What follows belongs to an exercise in optimizing a design on an open flow for small area, a short achievable clock period and few clock cycles per item; a production flow would make more cautious choices.
Power figures rest on the tool's default switching activity, not on a simulated workload.

== violet ==
Design record_batch_validator, start of the top module:
module record_batch_validator
(
  input  logic               clk,
  input  logic               rst,
  input  logic               in_valid,
  output logic               in_ready,
  input  logic [7:0]         data_byte,
  input  logic               end_of_span,
  input  logic               cfg_write,
  input  logic               cfg_data,
  output logic               out_valid,
  input  logic               out_ready,
  output logic               kind,
  output logic [7:0]         payload_byte,
  output logic [2:0]         status,
  output logic signed [63:0] batch_base,
  output logic [15:0]        attributes,
  output logic signed [63:0] writer_id,
  output logic signed [15:0] writer_epoch,
  output logic signed [31:0] first_seq,
  output logic signed [31:0] rec_count,
  output logic [31:0]        batch_size,
  output logic signed [63:0] final_offset,
  output logic               is_last
);
Size: ~1,600 cells after synthesis, roughly 470 flip-flops, ~350 I/O pins, about 20,000 µm² of cells after synthesis.
Settings: LEC_CHECK=0, ABC_CLOCK_PERIOD_IN_PS=2800, CAP_MARGIN=20, CORE_MARGIN=2, CORE_UTILIZATION=60, CTS_CLUSTER_DIAMETER=50, CTS_CLUSTER_SIZE=30, PLACE_DENSITY=0.75, SETUP_SLACK_MARGIN=4.0, SLEW_MARGIN=20; clock period 7.0 ns.
standard.sh (not shown) runs the stock make flow with config.mk's settings and CLKGATE_MAP_FILE= SYNTH_SCRIPT=/design/flow/synth_recipe.tcl, a recipe that flattens the netlist after the stock synthesis.
==> flow/flow/run.sh <==
#!/bin/bash
# Standard layout, except that the port buffers are the small sky130 buffer
# instead of the delay buffer buffer_ports picks by default.
set -uo pipefail
bash standard.sh synth > synth.log 2>&1 || exit 1
export BUFFER_PORTS_ARGS="-buffer_cell sky130_fd_sc_hd__buf_1"
bash standard.sh > layout.log 2>&1
violet: done, clean on timing, DRC and antenna
What sierra does differently from violet at the input level:
# violet
export LEC_CHECK = 0
export ABC_CLOCK_PERIOD_IN_PS = 2800
export CAP_MARGIN = 20
export CORE_MARGIN = 2
export CORE_UTILIZATION = 60
export CTS_CLUSTER_DIAMETER = 50
export CTS_CLUSTER_SIZE = 30
export PLACE_DENSITY = 0.75
export SETUP_SLACK_MARGIN = 4.0
export SLEW_MARGIN = 20
create_clock -name core_clock -period 7.0 [get_ports {clk}]
# sierra
export LEC_CHECK = 0
export ABC_CLOCK_PERIOD_IN_PS = 2800
export CAP_MARGIN = 20
export CORE_MARGIN = 2
export CORE_UTILIZATION = 60
export CTS_CLUSTER_DIAMETER = 60
export CTS_CLUSTER_SIZE = 24
export PLACE_DENSITY = 0.75
export SETUP_SLACK_MARGIN = 4.0
export SLEW_MARGIN = 20
create_clock -name core_clock -period 7.0 [get_ports {clk}]
### Flow results
[compare] base=violet new=sierra: area of combinational cells with multiple inputs essentially unchanged, total CTS buffers went down, total chip power -6.0%, design area dropped 280 µm².
Between sierra and violet, the delay of the slowest cell on the worst path does not differ in any meaningful way.
sierra — growth of design area from synthesis to finish 1.4 points lower, violet as reference
violet and sierra ended up with nearly the same clock skew.
Going from violet to sierra, the total via count in the routed design was found to have gone down by about 0.8%.
The following lists how fjord was set up differently from sierra:
# sierra
export LEC_CHECK = 0
export ABC_CLOCK_PERIOD_IN_PS = 2800
export CAP_MARGIN = 20
export CORE_MARGIN = 2
export CORE_UTILIZATION = 60
export CTS_CLUSTER_DIAMETER = 60
export CTS_CLUSTER_SIZE = 24
export PLACE_DENSITY = 0.75
export SETUP_SLACK_MARGIN = 4.0
export SLEW_MARGIN = 20
create_clock -name core_clock -period 7.0 [get_ports {clk}]
# fjord
export LEC_CHECK = 0
export ABC_CLOCK_PERIOD_IN_PS = 2800
export CAP_MARGIN = 20
export CORE_MARGIN = 2
export CORE_UTILIZATION = 60
export PLACE_DENSITY = 0.75
export SETUP_SLACK_MARGIN = 4.0
export SLEW_MARGIN = 20
create_clock -name core_clock -period 7.0 [get_ports {clk}]
## What came out
fjord was carried through to the last stage, and its layout satisfied the timing, DRC and antenna checks.
Looking at part of the total power dissipated in sequential elements, fjord sits 4.5 points below sierra.
On worst-case setup margin in the final layout, sierra beats fjord.
Across both runs, global router's overall resource usage was higher for fjord than for sierra.
fjord ended up with a lower data required time at the worst endpoint than sierra did.
Higher post-cts repair resize count goes to sierra over fjord.
In fjord the routed length on met3 turned out 2.5% higher than in sierra.
fjord against sierra: worst slack on hold paths lost 0.0063 ns, count of vias placed by the detailed router climbed about 1.4%.
fjord against sierra; total of plain and repair buffers excluding clock buffers is down slightly.
Going from sierra to fjord, internal power consumption grows by about 11%.
fjord ended up with more standard cells than sierra.
No functional check of the RTL was part of any run of this note.

---

Setup of rev 12:
Another version of the RTL of record_batch_validator (not shown whole).
Size: roughly 1500 cells after synthesis, ~470 flip-flops, about 350 I/O pins, ~20000 µm² of cells after synthesis.
export LEC_CHECK = 0
export ABC_CLOCK_PERIOD_IN_PS = 2800
export CAP_MARGIN = 20
export CORE_MARGIN = 2
export CORE_UTILIZATION = 60
export CTS_CLUSTER_DIAMETER = 60
export CTS_CLUSTER_SIZE = 24
export PLACE_DENSITY = 0.75
export SETUP_SLACK_MARGIN = 4.1
export SLEW_MARGIN = 20
create_clock -name core_clock -period 7.0 [get_ports {clk}]
Scripts as last shown in full above: flow/flow/run.sh
--- input diff rev 12..rev 13 ---
Settings: SETUP_SLACK_MARGIN: 4.1 -> 4.0.
==> notes.md <==
- Rev 13 ended up with xor2_4 as its cell with the largest stage delay on the worst path; rev 12 ended up with xnor2_4.
- Run comparison: rev 12 last element of the critical path crc[3]; rev 13 last element of the critical path crc[22]
- Changes observed in rev 13 relative to rev 12: count of clock buffers in the final design moved up; aggregate global-route resource usage moved down; share of cell area taken by multi-input logic gates moved down.
Function was not checked in any run of this note: the RTL went through the layout flow alone.

---

Setup of middle:
record_batch_validator, a different RTL version from the one above (not shown whole).
Size in the first run: roughly 1600 cells after synthesis, ~480 flip-flops, about 350 I/O pins, ~0.020 mm2 of cells after synthesis.
Design record_batch_validator, start of the top module:
module record_batch_validator
(
  input  logic               clk,
  input  logic               rst,
  input  logic               in_valid,
  output logic               in_ready,
  input  logic [7:0]         data_byte,
  input  logic               end_of_span,
  input  logic               cfg_write,
  input  logic               cfg_data,
  output logic               out_valid,
  input  logic               out_ready,
  output logic               kind,
  output logic [7:0]         payload_byte,
  output logic [2:0]         status,
  output logic signed [63:0] batch_base,
  output logic [15:0]        attributes,
  output logic signed [63:0] writer_id,
  output logic signed [15:0] writer_epoch,
  output logic signed [31:0] first_seq,
  output logic signed [31:0] rec_count,
  output logic [31:0]        batch_size,
  output logic signed [63:0] final_offset,
  output logic               is_last
);
clock: 7.0 ns
lec_check: 0
abc_clock_period_in_ps: 2800
cap_margin: 20
core_margin: 2
core_utilization: 55
cts_cluster_diameter: 60
cts_cluster_size: 24
place_density: 0.72
setup_slack_margin: 4.25
slew_margin: 20
Scripts as last shown in full above: flow/flow/run.sh
--- input diff middle..north ---
Settings: changing PLACE_DENSITY from 0.72 to 0.75; changing CORE_UTILIZATION from 55 to 60; changing SETUP_SLACK_MARGIN from 4.25 to 4.0.
## What came out
Having completed the whole flow, north delivered a layout that passed the timing, DRC and antenna checks.
Compared to middle, the router laid down less metal wire for north.
Of middle and north, the run reporting the higher count of non-filler cells in the finished layout was middle.
In north, the wire length of the first global-routing pass came out 5.7% below the value in middle.
north vs. middle: final worst hold slack went down by 0.0098 ns.
Function was not checked in any run of this note: the RTL went through the layout flow alone.

==> static timing again, ports no longer ideal <==
In the flow no input, the clock included, has a driving cell. The finished layouts below were timed again as built, in two steps. Step 1, drivers: a clkbuf_16 drives clk and a buf_2 each remaining input, both assumed. Step 2, shift: input delay + t, output delay - t, t = (earliest + latest rising clock arrival at the registers) / 2. This alone moves slack from input paths to output paths. Three values: ideal ports, drivers, drivers and shift; two values: the first two.
run	t, ns	setup WS [ns]	worst hold slack (ns)	cell pins on the clock port's net
violet	0.601	3.977 / 3.972 / 3.371	0.452 / 0.452 / 0.452	1
sierra	0.624	3.941 / 3.930 / 3.306	0.452 / 0.452 / 0.452	1
fjord	0.602	3.928 / 3.910 / 3.308	0.445 / 0.445 / 0.445	1
rev 12	0.645	4.009 / 3.995 / 3.370	0.451 / 0.451 / 0.451	1
rev 13	0.583	3.941 / 3.923 / 3.339	0.452 / 0.452 / 0.452	1
middle	0.591	4.027 / 3.969 / 3.651	0.456 / 0.456 / 0.456	1
north	0.576	4.070 / 4.019 / 3.658	0.446 / 0.446 / 0.446	1
After both steps setup and hold are still met in every run listed. The setup slack of rev 12, which loses most, moves by -0.014 ns with the drivers and by -0.639 ns with both steps.
